This design comes from an exercise in tuning for small area on the open sky130 flow, not from production work. Where RTL was checked, it was by simulation tests only, not by an equivalence proof against the original. The RTL of runs 2 and 3 was laid out without a check of its function.

$ cat design/flow/design.v
module window_mult_pipe #(
  parameter int K   = 3,
  parameter int NI  = 8,
  parameter int NF  = 8,
  parameter int LAT = 2,
  parameter int CW  = 5
) (
  input  logic                            clk,
  input  logic                            rst_n,
  input  logic                            in_valid,
  output logic                            in_ready,
  input  logic                            sgn_i,
  input  logic [K*K*NI-1:0]               i_flat,
  input  logic [K*K*NF-1:0]               f_flat,
  input  logic [CW-1:0]                   row_in,
  input  logic [CW-1:0]                   col_in,
  input  logic                            done_in,
  output logic                            out_valid,
  input  logic                            out_ready,
  output logic [K*K*(NI+NF)-1:0]          d_flat,
  output logic [CW-1:0]                   row_out,
  output logic [CW-1:0]                   col_out,
  output logic                            done_out,
  output logic [NI+NF+$clog2(K*K)-1:0]    sum_o
);
  localparam int N  = K * K;
  localparam int W  = NI + NF;
  localparam int SW = W + $clog2(N);
  localparam int SB = 2 * CW + 1;
  logic w_en;
  assign w_en     = !out_valid || out_ready;
  assign in_ready = w_en;
  logic [2:0] r_vld;
  always_ff @(posedge clk or negedge rst_n) begin
    if (!rst_n)    r_vld <= '0;
    else if (w_en) r_vld <= {r_vld[1:0], in_valid};
  end
  assign out_valid = r_vld[2];
  logic [N*NI-1:0] r1_i;
  logic [N*NF-1:0] r1_f;
  logic            r1_s;
  logic [SB-1:0]   r1_sb, r2_sb, r3_sb;
  logic [N*W-1:0]  r2_d, r3_d;
  logic [N*W-1:0]  w_prod;
  for (genvar e = 0; e < N; e++) begin : g_lane
    wm_mul u_mul (.p(r1_i[e*NI +: NI]), .pn(~r1_i[e*NI +: NI]), .s(r1_s), .f(r1_f[e*NF +: NF]),
                  .fn(~r1_f[e*NF +: NF]), .u(~(r1_f[e*NF +: NF] ^ {NF{r1_s}})),
                  .y(w_prod[e*W +: W]));
  end
  always_ff @(posedge clk) begin
    if (w_en) begin
      r1_i  <= i_flat;
      r1_f  <= f_flat;
      r1_s  <= sgn_i;
      r1_sb <= {done_in, col_in, row_in};
      r2_d  <= w_prod;
      r2_sb <= r1_sb;
      r3_d  <= r2_d;
      r3_sb <= r2_sb;
    end
  end
  logic [SW-1:0] w_sum;
  wm_sum u_sum (.d(r3_d), .y(w_sum));
  assign d_flat   = r3_d;
  assign row_out  = r3_sb[CW-1:0];
  assign col_out  = r3_sb[2*CW-1:CW];
  assign done_out = r3_sb[2*CW];
  assign sum_o    = w_sum;
endmodule
module wm_cpa20 (input logic [19:0] a, input logic [19:0] b, output logic [19:0] y);
  assign y = a + b;
endmodule
module wm_fa (input logic a, input logic b, input logic c, output logic s, output logic co);
  assign s  = a ^ b ^ c;
  assign co = (a & b) | (a & c) | (b & c);
endmodule
module wm_ha (input logic a, input logic b, output logic s, output logic co);
  assign s  = a ^ b;
  assign co = a & b;
endmodule
module wm_go (input logic gh, input logic ph, input logic gl, output logic y);
  assign y = gh | (ph & gl);
endmodule
module wm_and (input logic a, input logic b, output logic y);
  assign y = a & b;
endmodule
module wm_xor (input logic a, input logic b, output logic y);
  assign y = a ^ b;
endmodule
module wm_mul (
  input  logic [7:0]  p,
  input  logic [7:0]  pn,
  input  logic        s,
  input  logic [7:0]  f,
  input  logic [7:0]  fn,
  input  logic [7:0]  u,
  output logic [15:0] y
);
  wire q = s & p[7];
  wire pp1 = ~(pn[0] | fn[0]);
  wire pp2 = ~(pn[0] | fn[1]);
  wire pp3 = ~(pn[1] | fn[0]);
  wire pp4 = ~(pn[0] | fn[2]);
  wire pp5 = ~(pn[1] | fn[1]);
  wire pp6 = ~(pn[2] | fn[0]);
  wire pp7 = ~(pn[0] | fn[3]);
  wire pp8 = ~(pn[1] | fn[2]);
  wire pp9 = ~(pn[2] | fn[1]);
  wire pp10 = ~(pn[3] | fn[0]);
  wire pp11 = ~(pn[0] | fn[4]);
  wire pp12 = ~(pn[1] | fn[3]);
  wire pp13 = ~(pn[2] | fn[2]);
  wire pp14 = ~(pn[3] | fn[1]);
  wire pp15 = ~(pn[4] | fn[0]);
  wire pp16 = ~(pn[0] | fn[5]);
  wire pp17 = ~(pn[1] | fn[4]);
  wire pp18 = ~(pn[2] | fn[3]);
  wire pp19 = ~(pn[3] | fn[2]);
  wire pp20 = ~(pn[4] | fn[1]);
  wire pp21 = ~(pn[5] | fn[0]);
  wire pp22 = ~(pn[0] | fn[6]);
  wire pp23 = ~(pn[1] | fn[5]);
  wire pp24 = ~(pn[2] | fn[4]);
  wire pp25 = ~(pn[3] | fn[3]);
  wire pp26 = ~(pn[4] | fn[2]);
  wire pp27 = ~(pn[5] | fn[1]);
  wire pp28 = ~(pn[6] | fn[0]);
  wire pp29 = ~(p[0] & f[7]);
  wire pp30 = ~(pn[1] | fn[6]);
  wire pp31 = ~(pn[2] | fn[5]);
  wire pp32 = ~(pn[3] | fn[4]);
  wire pp33 = ~(pn[4] | fn[3]);
  wire pp34 = ~(pn[5] | fn[2]);
  wire pp35 = ~(pn[6] | fn[1]);
  wire pp36 = ~(pn[7] | u[0]);
  wire pp37 = ~(p[1] & f[7]);
  wire pp38 = ~(pn[2] | fn[6]);
  wire pp39 = ~(pn[3] | fn[5]);
  wire pp40 = ~(pn[4] | fn[4]);
  wire pp41 = ~(pn[5] | fn[3]);
  wire pp42 = ~(pn[6] | fn[2]);
  wire pp43 = ~(pn[7] | u[1]);
  wire pp44 = ~(p[2] & f[7]);
  wire pp45 = ~(pn[3] | fn[6]);
  wire pp46 = ~(pn[4] | fn[5]);
  wire pp47 = ~(pn[5] | fn[4]);
  wire pp48 = ~(pn[6] | fn[3]);
  wire pp49 = ~(pn[7] | u[2]);
  wire pp50 = ~(p[3] & f[7]);
  wire pp51 = ~(pn[4] | fn[6]);
  wire pp52 = ~(pn[5] | fn[5]);
  wire pp53 = ~(pn[6] | fn[4]);
  wire pp54 = ~(pn[7] | u[3]);
  wire pp55 = ~(p[4] & f[7]);
  wire pp56 = ~(pn[5] | fn[6]);
  wire pp57 = ~(pn[6] | fn[5]);
  wire pp58 = ~(pn[7] | u[4]);
  wire pp59 = ~(p[5] & f[7]);
  wire pp60 = ~(pn[6] | fn[6]);
  wire pp61 = ~(pn[7] | u[5]);
  wire pp62 = ~(p[6] & f[7]);
  wire pp63 = ~(pn[7] | u[6]);
  wire pp64 = ~(pn[7] | u[7]);
  wire s65, c66;
  wm_ha u_ha67 (.a(pp4), .b(pp5), .s(s65), .co(c66));
  wire s68, c69;
  wm_fa u_fa70 (.a(pp7), .b(pp8), .c(pp9), .s(s68), .co(c69));
  wire s71, c72;
  wm_ha u_ha73 (.a(pp10), .b(c66), .s(s71), .co(c72));
  wire s74, c75;
  wm_fa u_fa76 (.a(pp11), .b(pp12), .c(pp13), .s(s74), .co(c75));
  wire s77, c78;
  wm_fa u_fa79 (.a(pp14), .b(pp15), .c(c69), .s(s77), .co(c78));
  wire s80, c81;
  wm_ha u_ha82 (.a(c72), .b(s74), .s(s80), .co(c81));
  wire s83, c84;
  wm_fa u_fa85 (.a(pp16), .b(pp17), .c(pp18), .s(s83), .co(c84));
  wire s86, c87;
  wm_fa u_fa88 (.a(pp19), .b(pp20), .c(pp21), .s(s86), .co(c87));
  wire s89, c90;
  wm_fa u_fa91 (.a(c75), .b(s83), .c(s86), .s(s89), .co(c90));
  wire s92, c93;
  wm_ha u_ha94 (.a(c81), .b(c78), .s(s92), .co(c93));
  wire s95, c96;
  wm_fa u_fa97 (.a(pp22), .b(pp23), .c(pp24), .s(s95), .co(c96));
  wire s98, c99;
  wm_fa u_fa100 (.a(pp25), .b(pp26), .c(pp27), .s(s98), .co(c99));
  wire s101, c102;
  wm_fa u_fa103 (.a(pp28), .b(c84), .c(c87), .s(s101), .co(c102));
  wire s104, c105;
  wm_fa u_fa106 (.a(s95), .b(s98), .c(s101), .s(s104), .co(c105));
  wire s107, c108;
  wm_ha u_ha109 (.a(c90), .b(c93), .s(s107), .co(c108));
  wire s110, c111;
  wm_fa u_fk112 (.a(1'b1), .b(q), .c(pp29), .s(s110), .co(c111));
  wire s113, c114;
  wm_fa u_fa115 (.a(pp30), .b(pp31), .c(pp32), .s(s113), .co(c114));
  wire s116, c117;
  wm_fa u_fa118 (.a(pp33), .b(pp34), .c(pp35), .s(s116), .co(c117));
  wire s119, c120;
  wm_fa u_fa121 (.a(pp36), .b(c96), .c(c99), .s(s119), .co(c120));
  wire s122, c123;
  wm_fa u_fa124 (.a(s110), .b(s113), .c(s116), .s(s122), .co(c123));
  wire s125, c126;
  wm_fa u_fa127 (.a(c102), .b(s119), .c(s122), .s(s125), .co(c126));
  wire s128, c129;
  wm_ha u_ha130 (.a(c108), .b(c105), .s(s128), .co(c129));
  wire s131, c132;
  wm_fa u_fa133 (.a(pp37), .b(pp38), .c(pp39), .s(s131), .co(c132));
  wire s134, c135;
  wm_fa u_fa136 (.a(pp40), .b(pp41), .c(pp42), .s(s134), .co(c135));
  wire s137, c138;
  wm_fa u_fa139 (.a(pp43), .b(c111), .c(c114), .s(s137), .co(c138));
  wire s140, c141;
  wm_fa u_fa142 (.a(c117), .b(s131), .c(s134), .s(s140), .co(c141));
  wire s143, c144;
  wm_fa u_fa145 (.a(c120), .b(s137), .c(c123), .s(s143), .co(c144));
  wire s146, c147;
  wm_fa u_fa148 (.a(s140), .b(c126), .c(s143), .s(s146), .co(c147));
  wire s149, c150;
  wm_fa u_fa151 (.a(pp44), .b(pp45), .c(pp46), .s(s149), .co(c150));
  wire s152, c153;
  wm_fa u_fa154 (.a(pp47), .b(pp48), .c(pp49), .s(s152), .co(c153));
  wire s155, c156;
  wm_fa u_fa157 (.a(c132), .b(c135), .c(s149), .s(s155), .co(c156));
  wire s158, c159;
  wm_fa u_fa160 (.a(s152), .b(c138), .c(c141), .s(s158), .co(c159));
  wire s161, c162;
  wm_fa u_fa163 (.a(s155), .b(c144), .c(s158), .s(s161), .co(c162));
  wire s164, c165;
  wm_fa u_fa166 (.a(pp50), .b(pp51), .c(pp52), .s(s164), .co(c165));
  wire s167, c168;
  wm_fa u_fa169 (.a(pp53), .b(pp54), .c(c150), .s(s167), .co(c168));
  wire s170, c171;
  wm_fa u_fa172 (.a(s164), .b(c153), .c(c156), .s(s170), .co(c171));
  wire s173, c174;
  wm_fa u_fa175 (.a(s167), .b(c159), .c(s170), .s(s173), .co(c174));
  wire s176, c177;
  wm_fa u_fa178 (.a(pp55), .b(pp56), .c(pp57), .s(s176), .co(c177));
  wire s179, c180;
  wm_fa u_fa181 (.a(pp58), .b(c165), .c(s176), .s(s179), .co(c180));
  wire s182, c183;
  wm_fa u_fa184 (.a(c168), .b(s179), .c(c171), .s(s182), .co(c183));
  wire s185, c186;
  wm_fa u_fa187 (.a(pp59), .b(pp60), .c(pp61), .s(s185), .co(c186));
  wire s188, c189;
  wm_fa u_fa190 (.a(c177), .b(s185), .c(c180), .s(s188), .co(c189));
  wire s191, c192;
  wm_fa u_fa193 (.a(pp62), .b(pp63), .c(c186), .s(s191), .co(c192));
  wire n194 = ~pp64;
  wire x195 = 1'b1 ^ pp64;
  wire s196, c197;
  wm_ha u_ha198 (.a(pp2), .b(pp3), .s(s196), .co(c197));
  wire s199, c200;
  wm_fa u_fa201 (.a(pp6), .b(s65), .c(c197), .s(s199), .co(c200));
  wire s202, c203;
  wm_fa u_fa204 (.a(s68), .b(s71), .c(c200), .s(s202), .co(c203));
  wire s205, c206;
  wm_fa u_fa207 (.a(s80), .b(s77), .c(c203), .s(s205), .co(c206));
  wire s208, c209;
  wm_fa u_fa210 (.a(s89), .b(s92), .c(c206), .s(s208), .co(c209));
  wire s211, c212;
  wm_fa u_fa213 (.a(s107), .b(s104), .c(c209), .s(s211), .co(c212));
  wire s214, c215;
  wm_fa u_fa216 (.a(s125), .b(s128), .c(c212), .s(s214), .co(c215));
  wire s217, c218;
  wm_fa u_fa219 (.a(c129), .b(s146), .c(c215), .s(s217), .co(c218));
  wire s220, c221;
  wm_fa u_fa222 (.a(c147), .b(s161), .c(c218), .s(s220), .co(c221));
  wire s223, c224;
  wm_ha u_ha225 (.a(c162), .b(s173), .s(s223), .co(c224));
  wire s226, c227;
  wm_fa u_fa228 (.a(c174), .b(s182), .c(c224), .s(s226), .co(c227));
  wire s229, c230;
  wm_fa u_fa231 (.a(s188), .b(c183), .c(c227), .s(s229), .co(c230));
  wire s232, c233;
  wm_fa u_fa234 (.a(s191), .b(c189), .c(c230), .s(s232), .co(c233));
  wire s235, c236;
  wm_fa u_fa237 (.a(n194), .b(c192), .c(c233), .s(s235), .co(c236));
  wire x238 = pp64 ^ x195 ^ c236;
  wire y239 = s223 ^ c221;
  wire k240 = c221 & s223;
  wire y241 = s226 ^ k240;
  wire k242 = k240 & s226;
  wire y243 = s229 ^ k242;
  wire k244 = k242 & s229;
  wire y245 = s232 ^ k244;
  wire k246 = k244 & s232;
  wire y247 = s235 ^ k246;
  wire k248 = k246 & s235;
  wire y249 = x238 ^ k248;
  assign y = {y249, y247, y245, y243, y241, y239, s220, s217, s214, s211, s208, s205, s202, s199, s196, pp1};
endmodule
module wm_sum (
  input  logic [143:0] d,
  output logic [19:0]  y
);
  wire t1 = ~d[15];
  wire t2 = ~d[31];
  wire t3 = ~d[47];
  wire t4 = ~d[63];
  wire t5 = ~d[79];
  wire t6 = ~d[95];
  wire t7 = ~d[111];
  wire t8 = ~d[127];
  wire t9 = ~d[143];
  wire n10 = ~t1;
  wire n11 = ~t1;
  wire n12 = ~t1;
  wire s13, c14;
  wm_fa u_fa15 (.a(d[0]), .b(d[16]), .c(d[32]), .s(s13), .co(c14));
  wire s16, c17;
  wm_fa u_fa18 (.a(d[48]), .b(d[64]), .c(d[80]), .s(s16), .co(c17));
  wire s19, c20;
  wm_fa u_fa21 (.a(d[96]), .b(d[112]), .c(d[128]), .s(s19), .co(c20));
  wire s22, c23;
  wm_ha u_ha24 (.a(s13), .b(s16), .s(s22), .co(c23));
  wire s25, c26;
  wm_fa u_fa27 (.a(d[1]), .b(d[17]), .c(d[33]), .s(s25), .co(c26));
  wire s28, c29;
  wm_fa u_fa30 (.a(d[49]), .b(d[65]), .c(d[81]), .s(s28), .co(c29));
  wire s31, c32;
  wm_fa u_fa33 (.a(d[97]), .b(d[113]), .c(d[129]), .s(s31), .co(c32));
  wire s34, c35;
  wm_fa u_fa36 (.a(c14), .b(c17), .c(c20), .s(s34), .co(c35));
  wire s37, c38;
  wm_fa u_fa39 (.a(s25), .b(s28), .c(s31), .s(s37), .co(c38));
  wire s40, c41;
  wm_ha u_ha42 (.a(c23), .b(s34), .s(s40), .co(c41));
  wire s43, c44;
  wm_fa u_fa45 (.a(d[2]), .b(d[18]), .c(d[34]), .s(s43), .co(c44));
  wire s46, c47;
  wm_fa u_fa48 (.a(d[50]), .b(d[66]), .c(d[82]), .s(s46), .co(c47));
  wire s49, c50;
  wm_fa u_fa51 (.a(d[98]), .b(d[114]), .c(d[130]), .s(s49), .co(c50));
  wire s52, c53;
  wm_fa u_fa54 (.a(c26), .b(c29), .c(c32), .s(s52), .co(c53));
  wire s55, c56;
  wm_fa u_fa57 (.a(s43), .b(s46), .c(s49), .s(s55), .co(c56));
  wire s58, c59;
  wm_fa u_fa60 (.a(c35), .b(c38), .c(s52), .s(s58), .co(c59));
  wire s61, c62;
  wm_ha u_ha63 (.a(s55), .b(c41), .s(s61), .co(c62));
  wire s64, c65;
  wm_fa u_fa66 (.a(d[3]), .b(d[19]), .c(d[35]), .s(s64), .co(c65));
  wire s67, c68;
  wm_fa u_fa69 (.a(d[51]), .b(d[67]), .c(d[83]), .s(s67), .co(c68));
  wire s70, c71;
  wm_fa u_fa72 (.a(d[99]), .b(d[115]), .c(d[131]), .s(s70), .co(c71));
  wire s73, c74;
  wm_fa u_fa75 (.a(c44), .b(c47), .c(c50), .s(s73), .co(c74));
  wire s76, c77;
  wm_fa u_fa78 (.a(s64), .b(s67), .c(s70), .s(s76), .co(c77));
  wire s79, c80;
  wm_fa u_fa81 (.a(c53), .b(c56), .c(s73), .s(s79), .co(c80));
  wire s82, c83;
  wm_fa u_fa84 (.a(s76), .b(c59), .c(c62), .s(s82), .co(c83));
  wire s85, c86;
  wm_fa u_fa87 (.a(d[4]), .b(d[20]), .c(d[36]), .s(s85), .co(c86));
  wire s88, c89;
  wm_fa u_fa90 (.a(d[52]), .b(d[68]), .c(d[84]), .s(s88), .co(c89));
  wire s91, c92;
  wm_fa u_fa93 (.a(d[100]), .b(d[116]), .c(d[132]), .s(s91), .co(c92));
  wire s94, c95;
  wm_fa u_fa96 (.a(c65), .b(c68), .c(c71), .s(s94), .co(c95));
  wire s97, c98;
  wm_fa u_fa99 (.a(s85), .b(s88), .c(s91), .s(s97), .co(c98));
  wire s100, c101;
  wm_fa u_fa102 (.a(c74), .b(c77), .c(s94), .s(s100), .co(c101));
  wire s103, c104;
  wm_fa u_fa105 (.a(s97), .b(c80), .c(s100), .s(s103), .co(c104));
  wire s106, c107;
  wm_fa u_fa108 (.a(d[5]), .b(d[21]), .c(d[37]), .s(s106), .co(c107));
  wire s109, c110;
  wm_fa u_fa111 (.a(d[53]), .b(d[69]), .c(d[85]), .s(s109), .co(c110));
  wire s112, c113;
  wm_fa u_fa114 (.a(d[101]), .b(d[117]), .c(d[133]), .s(s112), .co(c113));
  wire s115, c116;
  wm_fa u_fa117 (.a(c86), .b(c89), .c(c92), .s(s115), .co(c116));
  wire s118, c119;
  wm_fa u_fa120 (.a(s106), .b(s109), .c(s112), .s(s118), .co(c119));
  wire s121, c122;
  wm_fa u_fa123 (.a(c95), .b(c98), .c(s115), .s(s121), .co(c122));
  wire s124, c125;
  wm_fa u_fa126 (.a(s118), .b(c101), .c(s121), .s(s124), .co(c125));
  wire s127, c128;
  wm_fa u_fa129 (.a(d[6]), .b(d[22]), .c(d[38]), .s(s127), .co(c128));
  wire s130, c131;
  wm_fa u_fa132 (.a(d[54]), .b(d[70]), .c(d[86]), .s(s130), .co(c131));
  wire s133, c134;
  wm_fa u_fa135 (.a(d[102]), .b(d[118]), .c(d[134]), .s(s133), .co(c134));
  wire s136, c137;
  wm_fa u_fa138 (.a(c107), .b(c110), .c(c113), .s(s136), .co(c137));
  wire s139, c140;
  wm_fa u_fa141 (.a(s127), .b(s130), .c(s133), .s(s139), .co(c140));
  wire s142, c143;
  wm_fa u_fa144 (.a(c116), .b(c119), .c(s136), .s(s142), .co(c143));
  wire s145, c146;
  wm_fa u_fa147 (.a(s139), .b(c122), .c(s142), .s(s145), .co(c146));
  wire s148, c149;
  wm_fa u_fa150 (.a(d[7]), .b(d[23]), .c(d[39]), .s(s148), .co(c149));
  wire s151, c152;
  wm_fa u_fa153 (.a(d[55]), .b(d[71]), .c(d[87]), .s(s151), .co(c152));
  wire s154, c155;
  wm_fa u_fa156 (.a(d[103]), .b(d[119]), .c(d[135]), .s(s154), .co(c155));
  wire s157, c158;
  wm_fa u_fa159 (.a(c128), .b(c131), .c(c134), .s(s157), .co(c158));
  wire s160, c161;
  wm_fa u_fa162 (.a(s148), .b(s151), .c(s154), .s(s160), .co(c161));
  wire s163, c164;
  wm_fa u_fa165 (.a(c137), .b(c140), .c(s157), .s(s163), .co(c164));
  wire s166, c167;
  wm_fa u_fa168 (.a(s160), .b(c143), .c(s163), .s(s166), .co(c167));
  wire s169, c170;
  wm_fa u_fa171 (.a(d[8]), .b(d[24]), .c(d[40]), .s(s169), .co(c170));
  wire s172, c173;
  wm_fa u_fa174 (.a(d[56]), .b(d[72]), .c(d[88]), .s(s172), .co(c173));
  wire s175, c176;
  wm_fa u_fa177 (.a(d[104]), .b(d[120]), .c(d[136]), .s(s175), .co(c176));
  wire s178, c179;
  wm_fa u_fa180 (.a(c149), .b(c152), .c(c155), .s(s178), .co(c179));
  wire s181, c182;
  wm_fa u_fa183 (.a(s169), .b(s172), .c(s175), .s(s181), .co(c182));
  wire s184, c185;
  wm_fa u_fa186 (.a(c158), .b(c161), .c(s178), .s(s184), .co(c185));
  wire s187, c188;
  wm_fa u_fa189 (.a(s181), .b(c164), .c(s184), .s(s187), .co(c188));
  wire s190, c191;
  wm_fa u_fa192 (.a(d[9]), .b(d[25]), .c(d[41]), .s(s190), .co(c191));
  wire s193, c194;
  wm_fa u_fa195 (.a(d[57]), .b(d[73]), .c(d[89]), .s(s193), .co(c194));
  wire s196, c197;
  wm_fa u_fa198 (.a(d[105]), .b(d[121]), .c(d[137]), .s(s196), .co(c197));
  wire s199, c200;
  wm_fa u_fa201 (.a(c170), .b(c173), .c(c176), .s(s199), .co(c200));
  wire s202, c203;
  wm_fa u_fa204 (.a(s190), .b(s193), .c(s196), .s(s202), .co(c203));
  wire s205, c206;
  wm_fa u_fa207 (.a(c179), .b(c182), .c(s199), .s(s205), .co(c206));
  wire s208, c209;
  wm_fa u_fa210 (.a(s202), .b(c185), .c(s205), .s(s208), .co(c209));
  wire s211, c212;
  wm_fa u_fa213 (.a(d[10]), .b(d[26]), .c(d[42]), .s(s211), .co(c212));
  wire s214, c215;
  wm_fa u_fa216 (.a(d[58]), .b(d[74]), .c(d[90]), .s(s214), .co(c215));
  wire s217, c218;
  wm_fa u_fa219 (.a(d[106]), .b(d[122]), .c(d[138]), .s(s217), .co(c218));
  wire s220, c221;
  wm_fa u_fa222 (.a(c191), .b(c194), .c(c197), .s(s220), .co(c221));
  wire s223, c224;
  wm_fa u_fa225 (.a(s211), .b(s214), .c(s217), .s(s223), .co(c224));
  wire s226, c227;
  wm_fa u_fa228 (.a(c200), .b(c203), .c(s220), .s(s226), .co(c227));
  wire s229, c230;
  wm_fa u_fa231 (.a(s223), .b(c206), .c(s226), .s(s229), .co(c230));
  wire s232, c233;
  wm_fa u_fa234 (.a(d[11]), .b(d[27]), .c(d[43]), .s(s232), .co(c233));
  wire s235, c236;
  wm_fa u_fa237 (.a(d[59]), .b(d[75]), .c(d[91]), .s(s235), .co(c236));
  wire s238, c239;
  wm_fa u_fa240 (.a(d[107]), .b(d[123]), .c(d[139]), .s(s238), .co(c239));
  wire s241, c242;
  wm_fa u_fa243 (.a(c212), .b(c215), .c(c218), .s(s241), .co(c242));
  wire s244, c245;
  wm_fa u_fa246 (.a(s232), .b(s235), .c(s238), .s(s244), .co(c245));
  wire s247, c248;
  wm_fa u_fa249 (.a(c221), .b(c224), .c(s241), .s(s247), .co(c248));
  wire s250, c251;
  wm_fa u_fa252 (.a(s244), .b(c227), .c(s247), .s(s250), .co(c251));
  wire s253, c254;
  wm_fa u_fa255 (.a(d[12]), .b(d[28]), .c(d[44]), .s(s253), .co(c254));
  wire s256, c257;
  wm_fa u_fa258 (.a(d[60]), .b(d[76]), .c(d[92]), .s(s256), .co(c257));
  wire s259, c260;
  wm_fa u_fa261 (.a(d[108]), .b(d[124]), .c(d[140]), .s(s259), .co(c260));
  wire s262, c263;
  wm_fa u_fa264 (.a(c233), .b(c236), .c(c239), .s(s262), .co(c263));
  wire s265, c266;
  wm_fa u_fa267 (.a(s253), .b(s256), .c(s259), .s(s265), .co(c266));
  wire s268, c269;
  wm_fa u_fa270 (.a(c242), .b(c245), .c(s262), .s(s268), .co(c269));
  wire s271, c272;
  wm_fa u_fa273 (.a(s265), .b(c248), .c(s268), .s(s271), .co(c272));
  wire s274, c275;
  wm_fa u_fa276 (.a(d[13]), .b(d[29]), .c(d[45]), .s(s274), .co(c275));
  wire s277, c278;
  wm_fa u_fa279 (.a(d[61]), .b(d[77]), .c(d[93]), .s(s277), .co(c278));
  wire s280, c281;
  wm_fa u_fa282 (.a(d[109]), .b(d[125]), .c(d[141]), .s(s280), .co(c281));
  wire s283, c284;
  wm_fa u_fa285 (.a(c254), .b(c257), .c(c260), .s(s283), .co(c284));
  wire s286, c287;
  wm_fa u_fa288 (.a(s274), .b(s277), .c(s280), .s(s286), .co(c287));
  wire s289, c290;
  wm_fa u_fa291 (.a(c263), .b(c266), .c(s283), .s(s289), .co(c290));
  wire s292, c293;
  wm_fa u_fa294 (.a(s286), .b(c269), .c(s289), .s(s292), .co(c293));
  wire s295, c296;
  wm_fa u_fa297 (.a(d[14]), .b(d[30]), .c(d[46]), .s(s295), .co(c296));
  wire s298, c299;
  wm_fa u_fa300 (.a(d[62]), .b(d[78]), .c(d[94]), .s(s298), .co(c299));
  wire s301, c302;
  wm_fa u_fa303 (.a(d[110]), .b(d[126]), .c(d[142]), .s(s301), .co(c302));
  wire s304, c305;
  wm_fa u_fa306 (.a(c275), .b(c278), .c(c281), .s(s304), .co(c305));
  wire s307, c308;
  wm_fa u_fa309 (.a(s295), .b(s298), .c(s301), .s(s307), .co(c308));
  wire s310, c311;
  wm_fa u_fa312 (.a(c284), .b(c287), .c(s304), .s(s310), .co(c311));
  wire s313, c314;
  wm_fa u_fa315 (.a(s307), .b(c290), .c(s310), .s(s313), .co(c314));
  wire s316, c317;
  wm_fa u_fa318 (.a(t2), .b(t3), .c(t4), .s(s316), .co(c317));
  wire s319, c320;
  wm_fa u_fa321 (.a(t5), .b(t6), .c(t7), .s(s319), .co(c320));
  wire s322, c323;
  wm_fa u_fa324 (.a(t8), .b(t9), .c(n10), .s(s322), .co(c323));
  wire s325, c326;
  wm_fa u_fa327 (.a(c296), .b(c299), .c(c302), .s(s325), .co(c326));
  wire s328, c329;
  wm_fa u_fa330 (.a(s316), .b(s319), .c(s322), .s(s328), .co(c329));
  wire s331, c332;
  wm_fa u_fa333 (.a(c305), .b(c308), .c(s325), .s(s331), .co(c332));
  wire s334, c335;
  wm_fa u_fa336 (.a(s328), .b(c311), .c(s331), .s(s334), .co(c335));
  wire s337, c338;
  wm_fa u_fa339 (.a(n11), .b(c317), .c(c320), .s(s337), .co(c338));
  wire s340, c341;
  wm_fa u_fa342 (.a(c323), .b(c326), .c(s337), .s(s340), .co(c341));
  wire s343, c344;
  wm_fa u_fa345 (.a(c329), .b(c332), .c(s340), .s(s343), .co(c344));
  wire s346, c347;
  wm_fa u_fa348 (.a(n12), .b(c338), .c(c341), .s(s346), .co(c347));
  wire s349, c350;
  wm_ha u_ha351 (.a(s19), .b(s22), .s(s349), .co(c350));
  wire s352, c353;
  wm_ha u_ha354 (.a(s37), .b(s40), .s(s352), .co(c353));
  wire s355, c356;
  wm_ha u_ha357 (.a(s58), .b(s61), .s(s355), .co(c356));
  wire s358, c359;
  wm_ha u_ha360 (.a(s79), .b(s82), .s(s358), .co(c359));
  wire s361, c362;
  wm_ha u_ha363 (.a(c83), .b(s103), .s(s361), .co(c362));
  wire s364, c365;
  wm_ha u_ha366 (.a(c104), .b(s124), .s(s364), .co(c365));
  wire s367, c368;
  wm_ha u_ha369 (.a(c125), .b(s145), .s(s367), .co(c368));
  wire s370, c371;
  wm_ha u_ha372 (.a(c146), .b(s166), .s(s370), .co(c371));
  wire s373, c374;
  wm_ha u_ha375 (.a(c167), .b(s187), .s(s373), .co(c374));
  wire s376, c377;
  wm_ha u_ha378 (.a(c188), .b(s208), .s(s376), .co(c377));
  wire s379, c380;
  wm_ha u_ha381 (.a(c209), .b(s229), .s(s379), .co(c380));
  wire s382, c383;
  wm_ha u_ha384 (.a(c230), .b(s250), .s(s382), .co(c383));
  wire s385, c386;
  wm_ha u_ha387 (.a(c251), .b(s271), .s(s385), .co(c386));
  wire s388, c389;
  wm_ha u_ha390 (.a(c272), .b(s292), .s(s388), .co(c389));
  wire s391, c392;
  wm_ha u_ha393 (.a(c293), .b(s313), .s(s391), .co(c392));
  wire s394, c395;
  wm_ha u_ha396 (.a(c314), .b(s334), .s(s394), .co(c395));
  wire s397, c398;
  wm_ha u_ha399 (.a(c335), .b(s343), .s(s397), .co(c398));
  wire s400, c401;
  wm_ha u_ha402 (.a(c344), .b(s346), .s(s400), .co(c401));
  wire s403, c404;
  wm_ha u_ha405 (.a(t1), .b(c347), .s(s403), .co(c404));
  wire [19:0] pfx406;
  wm_pfx20 u_pfx406 (.g({1'b0, c404, c401, c398, c395, c392, c389, c386, c383, c380, c377, c374, c371, c368, c365, c362, c359, c356, c353, c350}), .p({1'b1, s403, s400, s397, s394, s391, s388, s385, s382, s379, s376, s373, s370, s367, s364, s361, s358, s355, s352, s349}), .y(pfx406));
  assign y = {pfx406[19], pfx406[18], pfx406[17], pfx406[16], pfx406[15], pfx406[14], pfx406[13], pfx406[12], pfx406[11], pfx406[10], pfx406[9], pfx406[8], pfx406[7], pfx406[6], pfx406[5], pfx406[4], pfx406[3], pfx406[2], pfx406[1], pfx406[0]};
endmodule
module wm_pfx20 (
  input  logic [19:0] g,
  input  logic [19:0] p,
  output logic [19:0] y
);
  wire G1;
  wm_go u_go2 (.gh(g[1]), .ph(p[1]), .gl(g[0]), .y(G1));
  wire G5;
  wm_go u_go6 (.gh(g[3]), .ph(p[3]), .gl(g[2]), .y(G5));
  wire P7;
  wm_and u_pa8 (.a(p[3]), .b(p[2]), .y(P7));
  wire G9;
  wm_go u_go10 (.gh(g[5]), .ph(p[5]), .gl(g[4]), .y(G9));
  wire P11;
  wm_and u_pa12 (.a(p[5]), .b(p[4]), .y(P11));
  wire G13;
  wm_go u_go14 (.gh(g[7]), .ph(p[7]), .gl(g[6]), .y(G13));
  wire P15;
  wm_and u_pa16 (.a(p[7]), .b(p[6]), .y(P15));
  wire G17;
  wm_go u_go18 (.gh(g[9]), .ph(p[9]), .gl(g[8]), .y(G17));
  wire P19;
  wm_and u_pa20 (.a(p[9]), .b(p[8]), .y(P19));
  wire G21;
  wm_go u_go22 (.gh(g[11]), .ph(p[11]), .gl(g[10]), .y(G21));
  wire P23;
  wm_and u_pa24 (.a(p[11]), .b(p[10]), .y(P23));
  wire G25;
  wm_go u_go26 (.gh(g[13]), .ph(p[13]), .gl(g[12]), .y(G25));
  wire P27;
  wm_and u_pa28 (.a(p[13]), .b(p[12]), .y(P27));
  wire G29;
  wm_go u_go30 (.gh(g[15]), .ph(p[15]), .gl(g[14]), .y(G29));
  wire P31;
  wm_and u_pa32 (.a(p[15]), .b(p[14]), .y(P31));
  wire G33;
  wm_go u_go34 (.gh(g[17]), .ph(p[17]), .gl(g[16]), .y(G33));
  wire P35;
  wm_and u_pa36 (.a(p[17]), .b(p[16]), .y(P35));
  wire G37;
  wm_go u_go38 (.gh(g[19]), .ph(p[19]), .gl(g[18]), .y(G37));
  wire P39;
  wm_and u_pa40 (.a(p[19]), .b(p[18]), .y(P39));
  wire G41;
  wm_go u_go42 (.gh(g[2]), .ph(p[2]), .gl(G1), .y(G41));
  wire G45;
  wm_go u_go46 (.gh(G5), .ph(P7), .gl(G1), .y(G45));
  wire G49;
  wm_go u_go50 (.gh(g[6]), .ph(p[6]), .gl(G9), .y(G49));
  wire P51;
  wm_and u_pa52 (.a(p[6]), .b(P11), .y(P51));
  wire G53;
  wm_go u_go54 (.gh(G13), .ph(P15), .gl(G9), .y(G53));
  wire P55;
  wm_and u_pa56 (.a(P15), .b(P11), .y(P55));
  wire G57;
  wm_go u_go58 (.gh(g[10]), .ph(p[10]), .gl(G17), .y(G57));
  wire P59;
  wm_and u_pa60 (.a(p[10]), .b(P19), .y(P59));
  wire G61;
  wm_go u_go62 (.gh(G21), .ph(P23), .gl(G17), .y(G61));
  wire P63;
  wm_and u_pa64 (.a(P23), .b(P19), .y(P63));
  wire G65;
  wm_go u_go66 (.gh(g[14]), .ph(p[14]), .gl(G25), .y(G65));
  wire P67;
  wm_and u_pa68 (.a(p[14]), .b(P27), .y(P67));
  wire G69;
  wm_go u_go70 (.gh(G29), .ph(P31), .gl(G25), .y(G69));
  wire P71;
  wm_and u_pa72 (.a(P31), .b(P27), .y(P71));
  wire G73;
  wm_go u_go74 (.gh(g[18]), .ph(p[18]), .gl(G33), .y(G73));
  wire P75;
  wm_and u_pa76 (.a(p[18]), .b(P35), .y(P75));
  wire G77;
  wm_go u_go78 (.gh(G37), .ph(P39), .gl(G33), .y(G77));
  wire P79;
  wm_and u_pa80 (.a(P39), .b(P35), .y(P79));
  wire G81;
  wm_go u_go82 (.gh(g[4]), .ph(p[4]), .gl(G45), .y(G81));
  wire G85;
  wm_go u_go86 (.gh(G9), .ph(P11), .gl(G45), .y(G85));
  wire G89;
  wm_go u_go90 (.gh(G49), .ph(P51), .gl(G45), .y(G89));
  wire G93;
  wm_go u_go94 (.gh(G53), .ph(P55), .gl(G45), .y(G93));
  wire G97;
  wm_go u_go98 (.gh(g[12]), .ph(p[12]), .gl(G61), .y(G97));
  wire P99;
  wm_and u_pa100 (.a(p[12]), .b(P63), .y(P99));
  wire G101;
  wm_go u_go102 (.gh(G25), .ph(P27), .gl(G61), .y(G101));
  wire P103;
  wm_and u_pa104 (.a(P27), .b(P63), .y(P103));
  wire G105;
  wm_go u_go106 (.gh(G65), .ph(P67), .gl(G61), .y(G105));
  wire P107;
  wm_and u_pa108 (.a(P67), .b(P63), .y(P107));
  wire G109;
  wm_go u_go110 (.gh(G69), .ph(P71), .gl(G61), .y(G109));
  wire P111;
  wm_and u_pa112 (.a(P71), .b(P63), .y(P111));
  wire G113;
  wm_go u_go114 (.gh(g[8]), .ph(p[8]), .gl(G93), .y(G113));
  wire G117;
  wm_go u_go118 (.gh(G17), .ph(P19), .gl(G93), .y(G117));
  wire G121;
  wm_go u_go122 (.gh(G57), .ph(P59), .gl(G93), .y(G121));
  wire G125;
  wm_go u_go126 (.gh(G61), .ph(P63), .gl(G93), .y(G125));
  wire G129;
  wm_go u_go130 (.gh(G97), .ph(P99), .gl(G93), .y(G129));
  wire G133;
  wm_go u_go134 (.gh(G101), .ph(P103), .gl(G93), .y(G133));
  wire G137;
  wm_go u_go138 (.gh(G105), .ph(P107), .gl(G93), .y(G137));
  wire G141;
  wm_go u_go142 (.gh(G109), .ph(P111), .gl(G93), .y(G141));
  wire G145;
  wm_go u_go146 (.gh(g[16]), .ph(p[16]), .gl(G141), .y(G145));
  wire G147;
  wm_go u_go148 (.gh(G33), .ph(P35), .gl(G141), .y(G147));
  wire G149;
  wm_go u_go150 (.gh(G73), .ph(P75), .gl(G141), .y(G149));
  wire G151;
  wm_go u_go152 (.gh(G77), .ph(P79), .gl(G141), .y(G151));
  wire Y153;
  wm_xor u_x154 (.a(p[1]), .b(g[0]), .y(Y153));
  wire Y155;
  wm_xor u_x156 (.a(p[2]), .b(G1), .y(Y155));
  wire Y157;
  wm_xor u_x158 (.a(p[3]), .b(G41), .y(Y157));
  wire Y159;
  wm_xor u_x160 (.a(p[4]), .b(G45), .y(Y159));
  wire Y161;
  wm_xor u_x162 (.a(p[5]), .b(G81), .y(Y161));
  wire Y163;
  wm_xor u_x164 (.a(p[6]), .b(G85), .y(Y163));
  wire Y165;
  wm_xor u_x166 (.a(p[7]), .b(G89), .y(Y165));
  wire Y167;
  wm_xor u_x168 (.a(p[8]), .b(G93), .y(Y167));
  wire Y169;
  wm_xor u_x170 (.a(p[9]), .b(G113), .y(Y169));
  wire Y171;
  wm_xor u_x172 (.a(p[10]), .b(G117), .y(Y171));
  wire Y173;
  wm_xor u_x174 (.a(p[11]), .b(G121), .y(Y173));
  wire Y175;
  wm_xor u_x176 (.a(p[12]), .b(G125), .y(Y175));
  wire Y177;
  wm_xor u_x178 (.a(p[13]), .b(G129), .y(Y177));
  wire Y179;
  wm_xor u_x180 (.a(p[14]), .b(G133), .y(Y179));
  wire Y181;
  wm_xor u_x182 (.a(p[15]), .b(G137), .y(Y181));
  wire Y183;
  wm_xor u_x184 (.a(p[16]), .b(G141), .y(Y183));
  wire Y185;
  wm_xor u_x186 (.a(p[17]), .b(G145), .y(Y185));
  wire Y187;
  wm_xor u_x188 (.a(p[18]), .b(G147), .y(Y187));
  wire Y189;
  wm_xor u_x190 (.a(p[19]), .b(G149), .y(Y189));
  assign y = {Y189, Y187, Y185, Y183, Y181, Y179, Y177, Y175, Y173, Y171, Y169, Y167, Y165, Y163, Y161, Y159, Y157, Y155, Y153, p[0]};
endmodule
$ cat design/flow/flow/run.sh
#!/bin/bash
# The standard layout, with the port buffers made of the smallest buffer and a clock tree
# without dummy loads. Each tool's output goes to orfs/logs; make's own output to flow_make.log.
set -euo pipefail
bash standard.sh \
  "BUFFER_PORTS_ARGS=-buffer_cell sky130_fd_sc_hd__buf_1" \
  "CTS_ARGS=-sink_clustering_enable -repair_clock_nets -dont_use_dummy_load -sink_clustering_size 18 -sink_clustering_max_diameter 60 -buf_list {sky130_fd_sc_hd__clkbuf_8}" \
  finish > flow_make.log 2>&1
$ cat design/flow/standard.sh
#!/bin/bash
# synth_recipe.tcl (not shown) runs the flow's synth.tcl, then flattens the netlist and writes it again
# the make line also repeats each setting of config.mk as NAME=value (left out here)
make -C /OpenROAD-flow-scripts/flow DESIGN_CONFIG=/design/flow/config.mk WORK_HOME=/design/flow/orfs CLKGATE_MAP_FILE= SYNTH_SCRIPT=/design/flow/synth_recipe.tcl "${@:-finish}"
$ cat design/flow/config.mk
export PLATFORM = sky130hd
export DESIGN_NAME = window_mult_pipe
export DESIGN_NICKNAME = window_mult_pipe
export VERILOG_FILES = /design/flow/design.v
export SDC_FILE = /design/flow/constraint.sdc
export NUM_CORES = 4
export LEC_CHECK = 0
export CAP_MARGIN = 20
export CORE_MARGIN = 2
export CORE_UTILIZATION = 76
export PLACE_DENSITY = 0.86
export SLEW_MARGIN = 20
export SYNTH_HIERARCHICAL = 1
$ cat design/flow/constraint.sdc
create_clock -name core_clock -period 6.5 [get_ports {clk}]
set_input_delay 1.3000 -clock core_clock [delete_from_list [all_inputs] [get_ports {clk}]]
set_output_delay 1.3000 -clock core_clock [all_outputs]
set_load 0.01 [all_outputs]
==> results of run 1 <==
## routing by layer
metal / track usage / vias up
met2: 0.549 / 956
met3: 0.0733 / 125
met5: 0 / -
met1: 0.482 / 9300
li1: - / 7433
met4: 0.114 / 0
## layout by cell type, fill, tap and decap left out, types with 17 or more instances in the layout
master    instances
and2_1           28
edfxtp_1        466
clkbuf_8         40
nor2_1          504
buf_1           336
a21o_1           36
xnor2_1          81
xor2_1           17
ha_1            139
inv_1           144
nand2_1          63
fa_1            549
## per-stage QoR
| step | cell area (µm²) | setup slack (ns) |
|---|---|---|
| after floorplan | 32300 | 0.667 |
| after global placement | 33000 | 0.831 |
| after detailed placement | 33000 | 0.695 |
| after CTS | 33600 | 0.0390 |
| after global routing | 33600 | 0.0180 |
| final | 33600 | 0.158 |
## how the worst max path moves through the flow
stage | slack, ns | cells past startpoint | to | startpoint
5_1_grt | 0.02 | 12 | sum_o[18] | r3_d[102]
6_report | 0.16 | 12 | sum_o[18] | r3_d[97]
3_3_place_gp | 0.83 | 12 | sum_o[18] | r3_d[97]
3_5_place_dp | 0.69 | 17 | r2_d[63] | r1_f[26]
4_1_cts | 0.04 | 12 | sum_o[18] | r3_d[97]
2_1_floorplan | 0.67 | 1 | in_ready | out_ready
## repair_timing
item,CTS,global route
hold buffers,0,0
resized for setup,0,4
setup endpoints to repair,0,2
## layout make-up
type	instances	area [µm²]
clock buffer	40	551
fill	2351	8380
inverter	144	541
multi-input combinational	1444	16400
sequential	469	14100
tap	539	674
timing repair buffer	346	1370
## state kept, by name, indices dropped and copies added, names as in the netlist, 3 cells and up
name and count:
r3_sb 11, r_vld 3, r3_d 144, r2_d 144, r1_f 72, r1_i 72, r1_sb 11, r2_sb 11
==> results_dict.tcl, run 1 <==
set metrics [dict create \
    status "no timing/DRC/antenna violations" \
    r2r_slack_ns 0.64 \
    cts_sinks 469 \
    clk_pin_slew_ns 0.10 \
    placed_cells 2942 \
    syn_to_final_growth_pct 3.79 \
    core_mm2 0.0419 \
    avgSynthCellArea_um2 14.5 \
    hold_depth 0 \
    r2r-end "r2_d[63]" \
    syn-cell-area_mm2 0.0323 \
    num_rows 75 \
    critPathSlowestCell "fa_2" \
    setup_viol 0 \
    skew_ns 0.0652 \
    slew_headroom 0.357 \
    grt_overflow 0 \
    globalplace.congestion 0.920 \
    dieArea_mm2 0.0442 \
    fp.dieW_um 210 \
    rsz0062_at_grt "false" \
    min-delay-path-class "reg2reg" \
    dr.pass1.iters 6 \
    top_layer_used "met4" \
    critPathMaxStageDelay_ns 0.58 \
    die_y_um 210 \
    io_pins 337 \
    detailedRoute.firstIterationViolations 1717 \
    finalHoldViolCount 0 \
    grt_pass1_wl_mm 111 \
    netlist_instances 2238 \
    worstPathMaxFanout 9 \
    h-tree-depth 2 \
    instances_no_fill 2982 \
    worst_pin_slew_ns 0.965 \
    initial_core_util 0.771 \
    ys.warnings.count 7 \
    wl_met1_mm 26.3 \
    antenna_cells 0 \
    period_needed_ns 6.34 \
    holdPathEnd "r3_d[41]" \
    drive_above_1_share 0.0233 \
    grt_usage 0.342 \
    cts_buffer_depth 3 \
    drc 0 \
    vias 17800 \
    timing.fmax_mhz 158 \
    required_ns 5.20 \
    tns_ns 0 \
    whs_ns 0.386 \
    worstSetupPathType "reg2out" \
    syn_nets 3087 \
    arrival_ns 5.04 \
    grt_pass1_vias 19600 \
    min_period_over_period 0.976 \
    cts-root-buf "clkbuf_8" \
    cts_inserted_buffers 40 \
    crit_path_start_kind "flop" \
    wl_met3_mm 7.03 \
    wl_mm 70.7 \
    wl_per_cell_um 23.7 \
    post_cts_buffers 0 \
    drv_cap 0 \
    crit_family "adder cells" \
    r2r-start "r1_f[26]" \
    ff2ff_path_depth 17 \
    fin_util 0.800 \
    drtAntennaViolNets 0 \
    path_buf_inv 1 \
    hold_start "r2_d[41]" \
    clk_latency_ns 0.67 \
    routed_via_density 5.97 \
    dp_hpwl_mm 57.3 \
    met2_length_mm 34.9 \
    cts_tree "built" \
    crit_path_end_kind "output pin" \
    numPortBuffers 336 \
    path_cells "fa_2 > fa_1 > fa_1 > fa_1 > ha_1 > and2_1 > a21o_1 > a21o_2 > a21o_1 > a21o_1 > xor2_2 > buf_1" \
    grt_start_max_net_pins 160 \
    slew_viol_final 0 \
    fin_nets 3294 \
    antenna_found_initial 1 \
]
==> run 2, diff against run 1 <==
--- a/design/flow/design.v
+++ b/design/flow/design.v
@@ -268,9 +268,9 @@
   wire s220, c221;
   wm_fa u_fa222 (.a(c147), .b(s161), .c(c218), .s(s220), .co(c221));
   wire s223, c224;
-  wm_ha u_ha225 (.a(c162), .b(s173), .s(s223), .co(c224));
+  wm_fa u_fa225 (.a(c162), .b(s173), .c(c221), .s(s223), .co(c224));
   wire s226, c227;
-  wm_fa u_fa228 (.a(c174), .b(s182), .c(c224), .s(s226), .co(c227));
+  wm_ha u_ha228 (.a(c174), .b(s182), .s(s226), .co(c227));
   wire s229, c230;
   wm_fa u_fa231 (.a(s188), .b(c183), .c(c227), .s(s229), .co(c230));
   wire s232, c233;
@@ -278,18 +278,16 @@
   wire s235, c236;
   wm_fa u_fa237 (.a(n194), .b(c192), .c(c233), .s(s235), .co(c236));
   wire x238 = pp64 ^ x195 ^ c236;
-  wire y239 = s223 ^ c221;
-  wire k240 = c221 & s223;
-  wire y241 = s226 ^ k240;
-  wire k242 = k240 & s226;
-  wire y243 = s229 ^ k242;
-  wire k244 = k242 & s229;
-  wire y245 = s232 ^ k244;
-  wire k246 = k244 & s232;
-  wire y247 = s235 ^ k246;
-  wire k248 = k246 & s235;
-  wire y249 = x238 ^ k248;
-  assign y = {y249, y247, y245, y243, y241, y239, s220, s217, s214, s211, s208, s205, s202, s199, s196, pp1};
+  wire y239 = s226 ^ c224;
+  wire k240 = c224 & s226;
+  wire y241 = s229 ^ k240;
+  wire k242 = k240 & s229;
+  wire y243 = s232 ^ k242;
+  wire k244 = k242 & s232;
+  wire y245 = s235 ^ k244;
+  wire k246 = k244 & s235;
+  wire y247 = x238 ^ k246;
+  assign y = {y247, y245, y243, y241, y239, s223, s220, s217, s214, s211, s208, s205, s202, s199, s196, pp1};
 endmodule
 module wm_sum (
   input  logic [143:0] d,
==> run 2 against run 1 <==
Effect of this change:
- critical path type unchanged
- non-clock buffer count up 3
- wire length down 1.9%
- final cell count is 0.17% lower
- register-to-register slack hardly changed
- largest cell class unchanged
- synthesized area down 0.35%
- first-iteration DRC count shrank 5.1%
- synthesized cell count down 0.40%
- critical endpoint is now sum_o[19]
- clock-buffer cell count unchanged
==> results_dict.tcl, run 2 <==
set metrics [dict create \
    grt_pass1_wl_mm 108 \
    worst_pin_slew_ns 1.10 \
    ff2ff_path_depth 17 \
    initial_core_util 0.768 \
    die_y_um 210 \
    period_needed_ns 6.34 \
    r2r-end "r2_d[31]" \
    syn_to_final_growth_pct 3.91 \
    cts_tree "built" \
    routed_via_density 5.94 \
    grt_pass1_vias 19400 \
    drc 0 \
    worstPathMaxFanout 9 \
    status "no timing/DRC/antenna violations" \
    reg.largest.list "r2_d: 144 flops, r3_d: 144 flops" \
    layout_commonest_cell "fa_1" \
    min-delay-path-class "reg2reg" \
    rsz0062_at_grt "false" \
    avgSynthCellArea_um2 14.5 \
    grt_overflow 0 \
    clk_latency_ns 0.67 \
    netlist_instances 2229 \
    cts-root-buf "clkbuf_8" \
    numPortBuffers 336 \
    crit_family "adder cells" \
    worstSetupPathType "reg2out" \
    finalHoldViolCount 0 \
    syn-cell-area_mm2 0.0322 \
    cp_common_cell "fa_1" \
    slew_viol_final 0 \
    path_buf_inv 1 \
    drive_above_1_share 0.0246 \
    min_period_over_period 0.975 \
    core_mm2 0.0419 \
    hold_start "r2_d[111]" \
    grt_usage 0.336 \
    vias 17700 \
    required_ns 5.20 \
    holdPathEnd "r3_d[111]" \
    r2r-start "r1_f[10]" \
    h-tree-depth 2 \
    drv_cap 0 \
    wl_mm 69.3 \
    wl_per_cell_um 23.3 \
    drtAntennaViolNets 0 \
    setup_viol 0 \
    cts_sinks 469 \
    globalplace.congestion 0.911 \
    grt_start_max_net_pins 170 \
    cts_buffer_depth 3 \
    crit_path_end_kind "output pin" \
    clk_pin_slew_ns 0.10 \
    dr.pass1.iters 5 \
    critPathSlowestCell "fa_1" \
    layout_common_cells "fa_1 (550), nor2_1 (504), edfxtp_1 (466)" \
    critPathMaxStageDelay_ns 0.54 \
    num_rows 75 \
    cts_inserted_buffers 40 \
    detailedRoute.firstIterationViolations 1630 \
    ys.warnings.count 7 \
    crit_path_start_kind "flop" \
    r2r_slack_ns 0.64 \
    fin_nets 3279 \
    hold_depth 0 \
    fp.dieW_um 210 \
    slew_headroom 0.264 \
    arrival_ns 5.04 \
    antenna_found_initial 4 \
    io_pins 337 \
    tns_ns 0 \
    syn_nets 3069 \
    dp_hpwl_mm 56.8 \
    path_cells "fa_1 > fa_1 > fa_1 > fa_1 > ha_1 > and2_1 > a21o_1 > a21o_1 > a21o_4 > a21o_1 > xor2_2 > buf_1" \
    skew_ns 0.0851 \
    dieArea_mm2 0.0441 \
    timing.fmax_mhz 158 \
]
## run 2: metal layers
metal  up-vias  track usage  share of wire
met5         -            0        0.00040
met4         4        0.131          0.045
met3       158       0.0855          0.096
met2       875        0.534           0.49
met1      9256        0.461           0.37
li1       7405            -              -
## run 2: layout make-up
cell class,instances,area (µm²)
Clock buffer,40,551
Antenna cell,1,2.50
Multi-Input combinational cell,1435,16300
Timing Repair Buffer,349,1400
Tap cell,539,674
Inverter,144,541
Fill cell,2371,8460
Sequential cell,469,14100
## run 2: worst max-delay path by stage
stage / startpoint / to / cells after the start
finish: r3_d[96] / sum_o[19] / 12
global route: r3_d[100] / sum_o[19] / 12
CTS: r3_d[100] / sum_o[19] / 12
detailed placement: r1_f[10] / r2_d[31] / 17
global placement: r1_f[18] / r2_d[47] / 17
floorplan: out_ready / in_ready / 1
## run 2: repair_timing
action | CTS | global route
endpoints found under the setup margin | 0 | 3
hold buffers | 0 | 0
setup buffers | 0 | 1
resized for setup | 0 | 4
## run 2: metrics by stage
stage | hold slack, ns | setup WS (ns) | util | instances | instance area (µm²)
2_1_floorplan | 0.400 | 0.667 | - | 2229 | 32200
5_1_grt | 0.369 | 0.0109 | 0.798 | 2977 | 33500
3_5_place_dp | 0.405 | 0.644 | 0.784 | 2935 | 32900
6_report | 0.363 | 0.162 | 0.798 | 2977 | 33500
4_1_cts | 0.361 | 0.0627 | 0.798 | 2975 | 33500
3_3_place_gp | 0.400 | 0.858 | 0.784 | 2935 | 32900
==> run 3, diff against run 2 <==
--- a/design/flow/design.v
+++ b/design/flow/design.v
@@ -44,7 +44,7 @@
   logic [N*W-1:0]  w_prod;
   for (genvar e = 0; e < N; e++) begin : g_lane
     wm_mul u_mul (.p(r1_i[e*NI +: NI]), .pn(~r1_i[e*NI +: NI]), .s(r1_s), .f(r1_f[e*NF +: NF]),
-                  .fn(~r1_f[e*NF +: NF]), .u(~(r1_f[e*NF +: NF] ^ {NF{r1_s}})),
+                  .fn(~r1_f[e*NF +: NF-1]), .u(~(r1_f[e*NF +: NF] ^ {NF{r1_s}})),
                   .y(w_prod[e*W +: W]));
   end
   always_ff @(posedge clk) begin
@@ -92,7 +92,7 @@
   input  logic [7:0]  pn,
   input  logic        s,
   input  logic [7:0]  f,
-  input  logic [7:0]  fn,
+  input  logic [6:0]  fn,
   input  logic [7:0]  u,
   output logic [15:0] y
 );
@@ -270,24 +270,22 @@
   wire s223, c224;
   wm_fa u_fa225 (.a(c162), .b(s173), .c(c221), .s(s223), .co(c224));
   wire s226, c227;
-  wm_ha u_ha228 (.a(c174), .b(s182), .s(s226), .co(c227));
+  wm_fa u_fa228 (.a(c174), .b(s182), .c(c224), .s(s226), .co(c227));
   wire s229, c230;
-  wm_fa u_fa231 (.a(s188), .b(c183), .c(c227), .s(s229), .co(c230));
+  wm_ha u_ha231 (.a(s188), .b(c183), .s(s229), .co(c230));
   wire s232, c233;
   wm_fa u_fa234 (.a(s191), .b(c189), .c(c230), .s(s232), .co(c233));
   wire s235, c236;
   wm_fa u_fa237 (.a(n194), .b(c192), .c(c233), .s(s235), .co(c236));
   wire x238 = pp64 ^ x195 ^ c236;
-  wire y239 = s226 ^ c224;
-  wire k240 = c224 & s226;
-  wire y241 = s229 ^ k240;
-  wire k242 = k240 & s229;
-  wire y243 = s232 ^ k242;
-  wire k244 = k242 & s232;
-  wire y245 = s235 ^ k244;
-  wire k246 = k244 & s235;
-  wire y247 = x238 ^ k246;
-  assign y = {y247, y245, y243, y241, y239, s223, s220, s217, s214, s211, s208, s205, s202, s199, s196, pp1};
+  wire y239 = s229 ^ c227;
+  wire k240 = c227 & s229;
+  wire y241 = s232 ^ k240;
+  wire k242 = k240 & s232;
+  wire y243 = s235 ^ k242;
+  wire k244 = k242 & s235;
+  wire y245 = x238 ^ k244;
+  assign y = {y245, y243, y241, y239, s226, s223, s220, s217, s214, s211, s208, s205, s202, s199, s196, pp1};
 endmodule
 module wm_sum (
   input  logic [143:0] d,
==> run 3 against run 2 <==
Effect of this change:
- highest routed layer is now met4
- design area shrank 0.43%
- via count decreased by 1.3%
- critical path depth unchanged
- utilization fell by 0.16 points
- synthesized area decreased by 0.35%
- final cell count shrank 0.40%
- register-to-register slack worse by 0.26 ns
==> results_dict.tcl, run 3 <==
set metrics [dict create \
    grt_usage 0.341 \
    fp.dieW_um 210 \
    arrival_ns 5.11 \
    cts_tree "built" \
    grt_overflow 0 \
    cts-root-buf "clkbuf_8" \
    placed_cell_area_mm2 0.0328 \
    ys.warnings.count 7 \
    hold_start "r2_d[44]" \
    wl_per_cell_um 23.5 \
    skew_ns 0.0514 \
    netlist_instances 2220 \
    grt_pass1_wl_mm 109 \
    wl_mm 69.7 \
    min-delay-path-class "reg2reg" \
    tns_ns 0 \
    startpoint "r3_d[112]" \
    crit_family "adder cells" \
    crit_path_end_kind "output pin" \
    cts_sinks 469 \
    min_period_over_period 0.986 \
    postCtsHoldBufs 0 \
    required_ns 5.20 \
    reg.largest.list "r2_d: 144 flops, r3_d: 144 flops" \
    cts_inserted_buffers 40 \
    clk_pin_slew_ns 0.10 \
    numPortBuffers 336 \
    syn_to_final_growth_pct 3.82 \
    dp_hpwl_mm 57.1 \
    io_pins 337 \
    path_cells "fa_1 > fa_1 > fa_1 > fa_1 > ha_1 > a21o_1 > a21o_1 > a21o_2 > a21o_1 > a21o_1 > xor2_1 > buf_1" \
    slew_viol_final 0 \
    path_buf_inv 1 \
    period_needed_ns 6.41 \
    slew_headroom 0.383 \
    detailedRoute.firstIterationViolations 1675 \
    layout_commonest_cell "fa_1" \
    crit_path_start_kind "flop" \
    fin_util 0.797 \
    antenna_found_initial 0 \
    setup_viol 0 \
    grt_start_max_net_pins 178 \
    core_mm2 0.0419 \
    critPathMaxStageDelay_ns 0.55 \
    worstPathMaxFanout 9 \
    final_cell_area_mm2 0.0333 \
    r2r-start "r1_f[10]" \
    antenna_cells 0 \
    syn-cell-area_mm2 0.0321 \
    drive_above_1_share 0.0239 \
    vias 17500 \
    timing.fmax_mhz 156 \
    rsz0062_at_grt "false" \
    post_cts_buffers 0 \
    drv_cap 0 \
    initial_core_util 0.767 \
    die_y_um 210 \
    globalplace.congestion 0.921 \
    drc 0 \
    grt_pass1_vias 19400 \
    fin_nets 3259 \
    status "no timing/DRC/antenna violations" \
    num_rows 75 \
    dr.pass1.iters 7 \
    finalHoldViolCount 0 \
    cts_buffer_depth 3 \
    drtAntennaViolNets 0 \
    critPathSlowestCell "fa_1" \
    worst_pin_slew_ns 0.925 \
    syn_nets 3051 \
    routed_via_density 5.89 \
    nFillCells 2425 \
    dieArea_mm2 0.0439 \
    clk_latency_ns 0.63 \
    layout_common_cells "fa_1 (548), nor2_1 (504), edfxtp_1 (466)" \
    cts-resized-gates 0 \
    worstSetupPathType "reg2out" \
    h-tree-depth 2 \
    avgSynthCellArea_um2 14.5 \
]
==> run 3: metal layers <==
| layer | global-route usage | up-vias | wire [µm] |
|---|---|---|---|
| met5 | 0 | - | 0 |
| met4 | 0.167 | 0 | 3890 |
| met3 | 0.0824 | 161 | 6980 |
| met2 | 0.530 | 911 | 33500 |
| met1 | 0.466 | 9029 | 25400 |
| li1 | - | 7366 | - |
==> run 3: path summary, 6_finish.rpt <==
path	cells after the start	endpoint	slack, ns
worst min register to register	0	r3_d[44]	0.37
worst max register to register	17	r2_d[31]	0.38
worst max-delay path	12	sum_o[18]	0.09
min in group asynchronous	1	r_vld[0]	0.46
worst min-delay path	0	r3_d[44]	0.37
max in group asynchronous	1	r_vld[2]	5.88
==> run 3: final cells by class <==
class,count,area (µm²),area share
Multi-Input combinational cell,1426,16100,0.484
Sequential cell,469,14100,0.422
Timing Repair Buffer,347,1380,0.0414
Tap cell,539,674,0.0202
Clock buffer,40,551,0.0165
Inverter,144,541,0.0162
==> run 3: per-stage QoR <==
stage / hold WS [ns] / setup WS, ns / cells
after global placement: 0.401 / 0.653 / 2925
after global routing: 0.374 / 0.00251 / 2965
after floorplan: 0.400 / 0.667 / 2220
after CTS: 0.368 / 0.0258 / 2965
final: 0.375 / 0.0918 / 2965
after detailed placement: 0.405 / 0.451 / 2925
==> run 4, diff against run 3 <==
--- a/design/flow/design.v
+++ b/design/flow/design.v
@@ -44,7 +44,7 @@
   logic [N*W-1:0]  w_prod;
   for (genvar e = 0; e < N; e++) begin : g_lane
     wm_mul u_mul (.p(r1_i[e*NI +: NI]), .pn(~r1_i[e*NI +: NI]), .s(r1_s), .f(r1_f[e*NF +: NF]),
-                  .fn(~r1_f[e*NF +: NF-1]), .u(~(r1_f[e*NF +: NF] ^ {NF{r1_s}})),
+                  .fn(~r1_f[e*NF +: NF]), .u(~(r1_f[e*NF +: NF] ^ {NF{r1_s}})),
                   .y(w_prod[e*W +: W]));
   end
   always_ff @(posedge clk) begin
@@ -92,7 +92,7 @@
   input  logic [7:0]  pn,
   input  logic        s,
   input  logic [7:0]  f,
-  input  logic [6:0]  fn,
+  input  logic [7:0]  fn,
   input  logic [7:0]  u,
   output logic [15:0] y
 );
==> run 4 against run 3 <==
Effect of this change:
- flip-flop and latch count is the same
- setup slack lost 0.0099 ns
- design area shrank 0.11%
- still clean
- largest cell class unchanged
- register-to-register slack gained 0.08 ns
- maximum frequency shrank 0.15%
- via count is essentially flat
==> results_dict.tcl, run 4 <==
set metrics [dict create \
    status "no timing/DRC/antenna violations" \
    netlist_instances 2220 \
    tns_ns 0 \
    layout_commonest_cell "fa_1" \
    drive_above_1_share 0.0223 \
    dieArea_mm2 0.0439 \
    layout_common_cells "fa_1 (549), nor2_1 (504), edfxtp_1 (466)" \
    min_period_over_period 0.987 \
    grt_pass1_wl_mm 107 \
    crit_path_start_kind "flop" \
    cts_inserted_buffers 39 \
    timing.fmax_mhz 156 \
    cts_buffer_depth 3 \
    ys.warnings.count 7 \
    h-tree-depth 2 \
    dr.pass1.iters 5 \
    arrival_ns 5.12 \
    min-delay-path-class "reg2reg" \
    routed_via_density 5.90 \
    syn-cell-area_mm2 0.0321 \
    num_rows 75 \
    fin_nets 3255 \
    vias 17500 \
    initial_core_util 0.767 \
    r2r-start "r1_f[66]" \
    rsz0062_at_grt "false" \
    slew_headroom 0.353 \
    grt_pass1_vias 19100 \
    numPortBuffers 336 \
    r2r_slack_ns 0.46 \
    clk_pin_slew_ns 0.10 \
    clk_latency_ns 0.65 \
    hold_depth 0 \
    io_pins 337 \
    slew_viol_final 0 \
    hold_start "r2_d[11]" \
    die_y_um 210 \
    wl_per_cell_um 23.2 \
    finalHoldViolCount 0 \
    cts-root-buf "clkbuf_8" \
    ff2ff_path_depth 17 \
    syn_to_final_growth_pct 3.70 \
    holdPathEnd "r3_d[11]" \
    grt_usage 0.335 \
    antenna_cells 0 \
    cts_sinks 469 \
    skew_ns 0.0539 \
    core_mm2 0.0419 \
    drtAntennaViolNets 0 \
    dp_hpwl_mm 56.3 \
    detailedRoute.firstIterationViolations 1611 \
    period_needed_ns 6.42 \
    worstSetupPathType "reg2out" \
    grt_start_max_net_pins 166 \
    wl_mm 68.8 \
    cts_tree "built" \
    r2r-end "r2_d[143]" \
    reg.largest.list "r2_d: 144 flops, r3_d: 144 flops" \
    setup_viol 0 \
    fp.dieW_um 210 \
    required_ns 5.20 \
    avgSynthCellArea_um2 14.5 \
    antenna_found_initial 0 \
    globalplace.congestion 0.924 \
    crit_path_end_kind "output pin" \
    grt_overflow 0 \
    worstPathMaxFanout 9 \
    syn_nets 3051 \
    worst_pin_slew_ns 0.971 \
    drv_cap 0 \
    drc 0 \
]
run 4: repair_timing:
item / CTS / global route
setup endpoints to repair: 0 / 3
hold buffers: 0 / 0
gates resized for setup: 0 / 4
buffers inserted: 0 / 0
run 4: layout make-up:
type	count	area (µm²)
fill	2386	8540
timing repair buffer	344	1360
multi-input combinational	1426	16100
sequential	469	14100
inverter	144	541
tap	539	674
clock buffer	39	537
run 4: worst max path at each step:
stage	start	endpoint	slack, ns
2_1_floorplan	out_ready	in_ready	0.67
3_3_place_gp	r1_f[18]	r2_d[47]	0.65
3_5_place_dp	r1_f[2]	r2_d[15]	0.46
4_1_cts	r3_d[113]	sum_o[17]	0.06
5_1_grt	r3_d[100]	sum_o[17]	0.02
6_report	r3_d[100]	sum_o[17]	0.08
run 4: routing by layer:
layer | routed length [µm] | vias to the layer above | GRT usage | part of all wire
li1 | - | 7366 | - | -
met4 | 3060 | 0 | 0.127 | 0.044
met1 | 25400 | 9075 | 0.465 | 0.37
met3 | 6810 | 146 | 0.0830 | 0.099
met5 | 0 | - | 0 | 0
met2 | 33600 | 896 | 0.530 | 0.49
run 4: critical path, stage by stage (launching register included):
cell and delay (ns):
edfxtp_1 0.52, fa_1 0.61, fa_1 0.42, fa_1 0.54, fa_1 0.43, ha_1 0.35
a21o_1 0.23, a21o_1 0.17, a21o_2 0.28, a21o_1 0.25, a21o_1 0.19, xor2_1 0.29
buf_1 0.19
run 4: through the flow:
| step | worst slack, ns | utilization | instances | hold slack [ns] | instance area, µm² |
|---|---|---|---|---|---|
| 6_report | 0.0820 | 0.796 | 2961 | 0.383 | 33300 |
| 5_1_grt | 0.0154 | 0.796 | 2961 | 0.394 | 33300 |
| 4_1_cts | 0.0554 | 0.796 | 2961 | 0.382 | 33300 |
| 3_5_place_dp | 0.459 | 0.783 | 2922 | 0.405 | 32800 |
| 3_3_place_gp | 0.646 | 0.783 | 2922 | 0.401 | 32800 |
| 2_1_floorplan | 0.667 | - | 2220 | 0.400 | 32100 |

[re-timing with driven ports]
The flow's constraints put no driver on any port. The routed layouts listed below were extracted and timed again, unchanged, in two steps.
Step 1, drivers: a clkbuf_16 drives clk and a buf_2 each remaining input, both assumed.
Step 2 moves the port delays by t, midway between the first and last clock arrival at a register: inputs arrive t later, outputs are due t later. That takes back most of the time a late clock gives input paths.
a / b / c = ideal ports / drivers / drivers and shift; a / b = the first two.
run	shift t [ns]	slack for setup (ns)	worst slew at a driven data input, ns
run 1	0.679	0.158 / 0.103 / 0.644	0.06
run 2	0.686	0.162 / 0.101 / 0.641	0.06
run 3	0.665	0.092 / 0.039 / 0.379	0.06
run 4	0.666	0.082 / 0.032 / 0.464	0.07
After both steps setup and hold are still met in every run listed.
